This is an optimization exercise on Yosys and OpenROAD, whose aim is small area and few clock cycles, not a production implementation. Only simulation tests tie the RTL to the original design; equivalence was not proved. Power figures rest on the tool's default switching activity, not on a simulated workload.

==> flow/design.v <==
module tx_ingress (
	input wire usr_clk,
	input wire usr_rst_,
	input wire beat_valid,	 
	input wire [71:0] beat,
	output wire wr_en,	 
	output wire [65:0] wr_ent,
	output reg drop_credit,	 
	output reg [31:0] frame_err_cnt
);
	reg pkt_open;	 
	wire beat_ok;	 
	wire beat_bad;
	wire tail;
	wire [31:0] err_cy;	 
	assign beat_ok = beat[7] ^ pkt_open;
	assign wr_en = beat_valid & beat_ok;
	assign beat_bad = beat_valid & ~beat_ok;
	assign tail = beat[6] & (beat[5:3] != 3'd0);
	tx_cnt_inc #(.W(32)) u_err_inc (.q(frame_err_cnt), .en(beat_bad), .t(err_cy));
	assign wr_ent = {tail ? beat[5:3] : beat[71:69], beat[68:8], beat[6], tail};
	always @(posedge usr_clk)
	begin
		if (!usr_rst_)
		begin
			pkt_open <= 1'b0;
			drop_credit <= 1'b0;
			frame_err_cnt <= 32'd0;
		end
		else
		begin
			drop_credit <= beat_bad;
			if (wr_en)
				pkt_open <= ~beat[6];
			frame_err_cnt <= frame_err_cnt ^ err_cy;	 
		end
	end
endmodule
module tx_cnt_inc #(
	parameter W = 32
) (
	input wire [W-1:0] q,
	input wire en,
	output wire [W-1:0] t
);
	localparam NG = (W + 3) / 4;
	wire [NG:0] gc;	 
	wire [4*NG-1:0] qq;
	wire [4*NG-1:0] tt;
	genvar k;
	assign qq = {{(4*NG-W){1'b0}}, q};
	assign gc[0] = en;
	generate
		for (k = 0; k < NG; k = k + 1)
		begin : grp
			assign gc[k+1] = gc[k] & (&qq[4*k+3:4*k]);
			assign tt[4*k] = gc[k];
			assign tt[4*k+1] = gc[k] & qq[4*k];
			assign tt[4*k+2] = gc[k] & qq[4*k] & qq[4*k+1];
			assign tt[4*k+3] = gc[k] & qq[4*k] & qq[4*k+1] & qq[4*k+2];
		end
	endgenerate
	assign t = tt[W-1:0];
endmodule
module tx_pkt_fifo (
	input wire usr_clk,
	input wire usr_rst_,
	input wire wr_en,	 
	input wire [65:0] wr_ent,
	input wire pop,	 
	output wire [65:0] head,
	output wire next_eop,	 
	output wire pkt_ready	 
);
	localparam DEPTH = 16;
	reg [63:0] dat [0:DEPTH-1];
	reg [1:0] meta [0:DEPTH-1];
	wire [DEPTH:0] acc;	 
	wire [DEPTH-1:0] full;	 
	wire [DEPTH-1:0] eop;
	wire [DEPTH:0] run;	 
	genvar g;
	assign acc[DEPTH] = pop;
	assign run[DEPTH] = 1'b1;
	generate
		for (g = 0; g < DEPTH; g = g + 1)
		begin : st
			assign full[g] = meta[g][1] | ~meta[g][0];
			assign eop[g] = meta[g][1];
			assign acc[g] = ~full[g] | acc[g+1];
			assign run[g] = run[g+1] & full[g];
		end
	endgenerate
	assign head = {dat[DEPTH-1], meta[DEPTH-1]};
	assign next_eop = eop[DEPTH-2];
	assign pkt_ready = (|(eop & run[DEPTH-1:0])) | (wr_en & wr_ent[1] & run[1]);
	integer i;
	always @(posedge usr_clk)
	begin
		if (acc[0])
			dat[0] <= wr_ent[65:2];
		for (i = 1; i < DEPTH; i = i + 1)
			if (acc[i])
				dat[i] <= dat[i-1];
	end
	always @(posedge usr_clk)
	begin
		if (!usr_rst_)
		begin
			for (i = 0; i < DEPTH; i = i + 1)
				meta[i] <= 2'b01;
		end
		else
		begin
			if (acc[0])
				meta[0] <= wr_en ? wr_ent[1:0] : 2'b01;
			for (i = 1; i < DEPTH; i = i + 1)
				if (acc[i])
					meta[i] <= meta[i-1];
		end
	end
endmodule
module xgmii_tx_encap (
	input wire usr_clk,
	input wire usr_rst_,
	input wire pkt_ready,	 
	input wire [65:0] head,	 
	input wire next_eop,	 
	output wire pop,	 
	output reg pop_credit,	 
	output reg [71:0] xgmii,
	output reg [31:0] tx_pkt_cnt,
	output reg [31:0] tx_byte_cnt
);
	localparam [7:0] XGMII_IDLE = 8'h07;
	localparam [7:0] XGMII_START = 8'hFB;
	localparam [7:0] XGMII_TERM = 8'hFD;
	localparam [7:0] XGMII_PREAMBLE = 8'h55;
	localparam [7:0] XGMII_SFD = 8'hD5;
	localparam [1:0] ST_IDLE = 2'd0;
	localparam [1:0] ST_START = 2'd1;
	localparam [1:0] ST_DATA = 2'd2;
	localparam [1:0] ST_TERM = 2'd3;
	reg [1:0] state_q;
	reg [1:0] state_d;
	wire [63:0] hd;
	wire h_eop;
	wire h_tail;
	wire [2:0] h_lb;
	wire [3:0] lo_sum;
	wire [28:0] byte_cy;	 
	wire [31:0] pkt_cy;
	integer i;
	assign hd = head[65:2];
	assign h_eop = head[1];
	assign h_tail = head[0];
	assign h_lb = hd[63:61];
	assign pop = (state_q == ST_DATA);
	assign lo_sum = {1'b0, tx_byte_cnt[2:0]} + {1'b0, h_lb};
	tx_cnt_inc #(.W(29)) u_byte_inc (.q(tx_byte_cnt[31:3]), .en(~h_tail | lo_sum[3]), .t(byte_cy));
	tx_cnt_inc #(.W(32)) u_pkt_inc (.q(tx_pkt_cnt), .en(h_eop), .t(pkt_cy));
	always @(*)
	begin
		case (state_q)
			ST_IDLE: state_d = pkt_ready ? ST_START : ST_IDLE;
			ST_START: state_d = ST_DATA;
			ST_DATA: state_d = h_eop ? (h_tail ? ST_IDLE : ST_TERM) : ST_DATA;
			default: state_d = ST_IDLE;
		endcase
	end
	always @(*)
	begin
		xgmii = {{8{XGMII_IDLE}}, 8'hFF};
		case (state_q)
			ST_START: xgmii = {XGMII_SFD, {6{XGMII_PREAMBLE}}, XGMII_START, 8'h01};
			ST_TERM: xgmii[15:8] = XGMII_TERM;
			ST_DATA:
			begin
				for (i = 0; i < 8; i = i + 1)
				begin
					if (!h_tail || (i < h_lb))
					begin
						xgmii[i*8+8 +: 8] = hd[i*8 +: 8];
						xgmii[i] = 1'b0;
					end
					else if (i == h_lb)
						xgmii[i*8+8 +: 8] = XGMII_TERM;
				end
			end
			default: ;
		endcase
	end
	always @(posedge usr_clk)
	begin
		if (!usr_rst_)
		begin
			state_q <= ST_IDLE;
			pop_credit <= 1'b0;
			tx_pkt_cnt <= 32'd0;
			tx_byte_cnt <= 32'd0;
		end
		else
		begin
			state_q <= state_d;
			case (state_q)
				ST_IDLE: pop_credit <= pkt_ready;
				ST_START: pop_credit <= ~h_eop;
				ST_DATA: pop_credit <= ~h_eop & ~next_eop;
				default: pop_credit <= 1'b0;
			endcase
			if (pop)
			begin
				if (h_tail)
					tx_byte_cnt[2:0] <= lo_sum[2:0];
				tx_byte_cnt[31:3] <= tx_byte_cnt[31:3] ^ byte_cy;
				tx_pkt_cnt <= tx_pkt_cnt ^ pkt_cy;
			end
		end
	end
endmodule
module tcore_fmac_tx (
	input wire usr_clk,
	input wire usr_rst_,
	input wire beat_valid,
	input wire [71:0] beat,
	output wire [1:0] credit_ret,	 
	output wire [71:0] xgmii,
	output wire [31:0] tx_pkt_cnt,
	output wire [31:0] tx_byte_cnt,
	output wire [31:0] frame_err_cnt
);
	wire wr_en;	 
	wire [65:0] wr_ent;	 
	wire drop_credit;	 
	wire pop;	 
	wire [65:0] head;
	wire next_eop;
	wire pkt_ready;
	wire pop_credit;	 
	assign credit_ret = {drop_credit & pop_credit, drop_credit ^ pop_credit};
	tx_ingress u_ingress (
		.usr_clk(usr_clk),
		.usr_rst_(usr_rst_),
		.beat_valid(beat_valid),
		.beat(beat),
		.wr_en(wr_en),
		.wr_ent(wr_ent),
		.drop_credit(drop_credit),
		.frame_err_cnt(frame_err_cnt)
	);
	tx_pkt_fifo u_fifo (
		.usr_clk(usr_clk),
		.usr_rst_(usr_rst_),
		.wr_en(wr_en),
		.wr_ent(wr_ent),
		.pop(pop),
		.head(head),
		.next_eop(next_eop),
		.pkt_ready(pkt_ready)
	);
	xgmii_tx_encap u_encap (
		.usr_clk(usr_clk),
		.usr_rst_(usr_rst_),
		.pkt_ready(pkt_ready),
		.head(head),
		.next_eop(next_eop),
		.pop(pop),
		.pop_credit(pop_credit),
		.xgmii(xgmii),
		.tx_pkt_cnt(tx_pkt_cnt),
		.tx_byte_cnt(tx_byte_cnt)
	);
endmodule
Settings: LEC_CHECK=0, CAP_MARGIN=20, CORE_MARGIN=2, CORE_UTILIZATION=40, SLEW_MARGIN=20; clock period 6.4 ns.
standard.sh (not shown) runs the stock make flow with config.mk's settings and CLKGATE_MAP_FILE= SYNTH_SCRIPT=/design/flow/synth_recipe.tcl, a recipe that flattens the netlist after the stock synthesis.
==> flow/flow/run.sh <==
#!/bin/bash
# Standard ORFS layout with small port buffers and a leaner clock tree.
export BUFFER_PORTS_ARGS="-buffer_cell sky130_fd_sc_hd__buf_1"
export CTS_ARGS="-sink_clustering_enable -repair_clock_nets -dont_use_dummy_load -buf_list sky130_fd_sc_hd__clkbuf_16 -sink_clustering_buffer sky130_fd_sc_hd__clkbuf_8 -sink_clustering_size 24 -sink_clustering_max_diameter 55"
bash standard.sh > standard.log 2>&1
Testbench counts at the start, summed over its fixed seeds: cycles 13,634.
Then changed:
==> flow/flow/run.sh (replaced) <==
#!/bin/bash
# Standard ORFS layout with small port buffers and a leaner clock tree.
export BUFFER_PORTS_ARGS="-buffer_cell sky130_fd_sc_hd__buf_1"
export CTS_ARGS="-sink_clustering_enable -repair_clock_nets -dont_use_dummy_load -buf_list sky130_fd_sc_hd__clkbuf_16 -sink_clustering_size 36 -sink_clustering_max_diameter 70"
bash standard.sh > standard.log 2>&1
Effect: The changed run completed with no timing, DRC or antenna violations; area after synthesis stays the same; wire length fell by 0.61%; cell count decreases by 1.1%.
Then changed:
PLACE_DENSITY = 0.7   (was default)
Power shrinks by 0.65%.
Sequential share of layout area increases by 0.13 points.
Critical path depth went down by 1.
Then changed:
==> flow/flow/run.sh (replaced) <==
#!/bin/bash
# Standard ORFS layout with small port buffers and a leaner clock tree.
export BUFFER_PORTS_ARGS="-buffer_cell sky130_fd_sc_hd__buf_1"
export CTS_ARGS="-sink_clustering_enable -repair_clock_nets -dont_use_dummy_load -buf_list sky130_fd_sc_hd__clkbuf_16 -sink_clustering_size 60 -sink_clustering_max_diameter 45"
bash standard.sh > standard.log 2>&1
PLACE_DENSITY = default   (was 0.7)
=>
- via count falls by 0.73%
- synthesized area stays the same
- utilization grows by 1.6 points
- routed wire length drops by 5.3%
- first-iteration DRC count came out lower by 29%
- power rose by 16%
- count of clock-buffer cells in the layout climbs by 59
- cell area goes up by 3.5%
Then changed:
==> flow/flow/run.sh (replaced) <==
#!/bin/bash
# Standard ORFS layout with small port buffers and a leaner clock tree.
export BUFFER_PORTS_ARGS="-buffer_cell sky130_fd_sc_hd__buf_1"
export CTS_ARGS="-sink_clustering_enable -repair_clock_nets -dont_use_dummy_load -buf_list sky130_fd_sc_hd__clkbuf_16 -sink_clustering_buffer sky130_fd_sc_hd__clkbuf_8 -sink_clustering_size 16 -sink_clustering_max_diameter 45"
bash standard.sh > standard.log 2>&1
Result: The new run completed with no timing, DRC or antenna violations. Hold slack is better by 0.013 ns. Design area falls by a few percent. Core utilization came out lower by 1.2 points. Sequential power is about the same. Power is lower by roughly a tenth.
Then changed:
==> flow/flow/run.sh (replaced) <==
#!/bin/bash
# Standard ORFS layout with small port buffers and a leaner clock tree.
export BUFFER_PORTS_ARGS="-buffer_cell sky130_fd_sc_hd__buf_1"
export CTS_ARGS="-sink_clustering_enable -repair_clock_nets -dont_use_dummy_load -buf_list sky130_fd_sc_hd__clkbuf_16 -sink_clustering_size 40 -sink_clustering_max_diameter 60"
bash standard.sh > standard.log 2>&1
CORE_UTILIZATION = 65   (was 40)
After rerunning:
- wire length fell by 13%
- sequential cell count does not change
- setup slack gains 0.12 ns
- cell area fell by 2.1%
- final cell count fell by 16%
- global-route usage rose by 4.2 points
- clock power fell by 8.2%
- via count fell by 2.5%
- utilization rose by 26 points

separate check: timing with driven ports:
No port has a modelled driver above. Below, the same layouts with a new extraction and two added sets of constraints.
Step 1 sets driving cells, clkbuf_16 on the clock port and buf_2 on the other inputs (assumed; they add their load-dependent delay and slew).
Step 2 times the ports against the registers' clock, not the clock port: input delays grow and output delays shrink by t, the midpoint of the rising clock arrivals with the driver on.
a / b / c = no drivers / after step 1 / after step 2; a / b = the first two.
| run | t, ns | setup slack, ns | slew at the worst register clock pin (ns) |
|---|---|---|---|
| the first run | 0.645 | 1.839 / 1.777 / 2.422 | 0.12 / 0.12 |
| the second run | 0.653 | 1.753 / 1.691 / 2.345 | 0.12 / 0.12 |
| the third run | 0.654 | 1.817 / 1.759 / 2.413 | 0.12 / 0.12 |
| the fourth run | 0.690 | 1.785 / 1.724 / 2.414 | 0.07 / 0.07 |
| the fifth run | 0.648 | 1.821 / 1.759 / 2.407 | 0.09 / 0.09 |
| the sixth run | 0.656 | 1.937 / 1.878 / 1.985 | 0.12 / 0.12 |
After both steps every run listed still meets setup and hold.
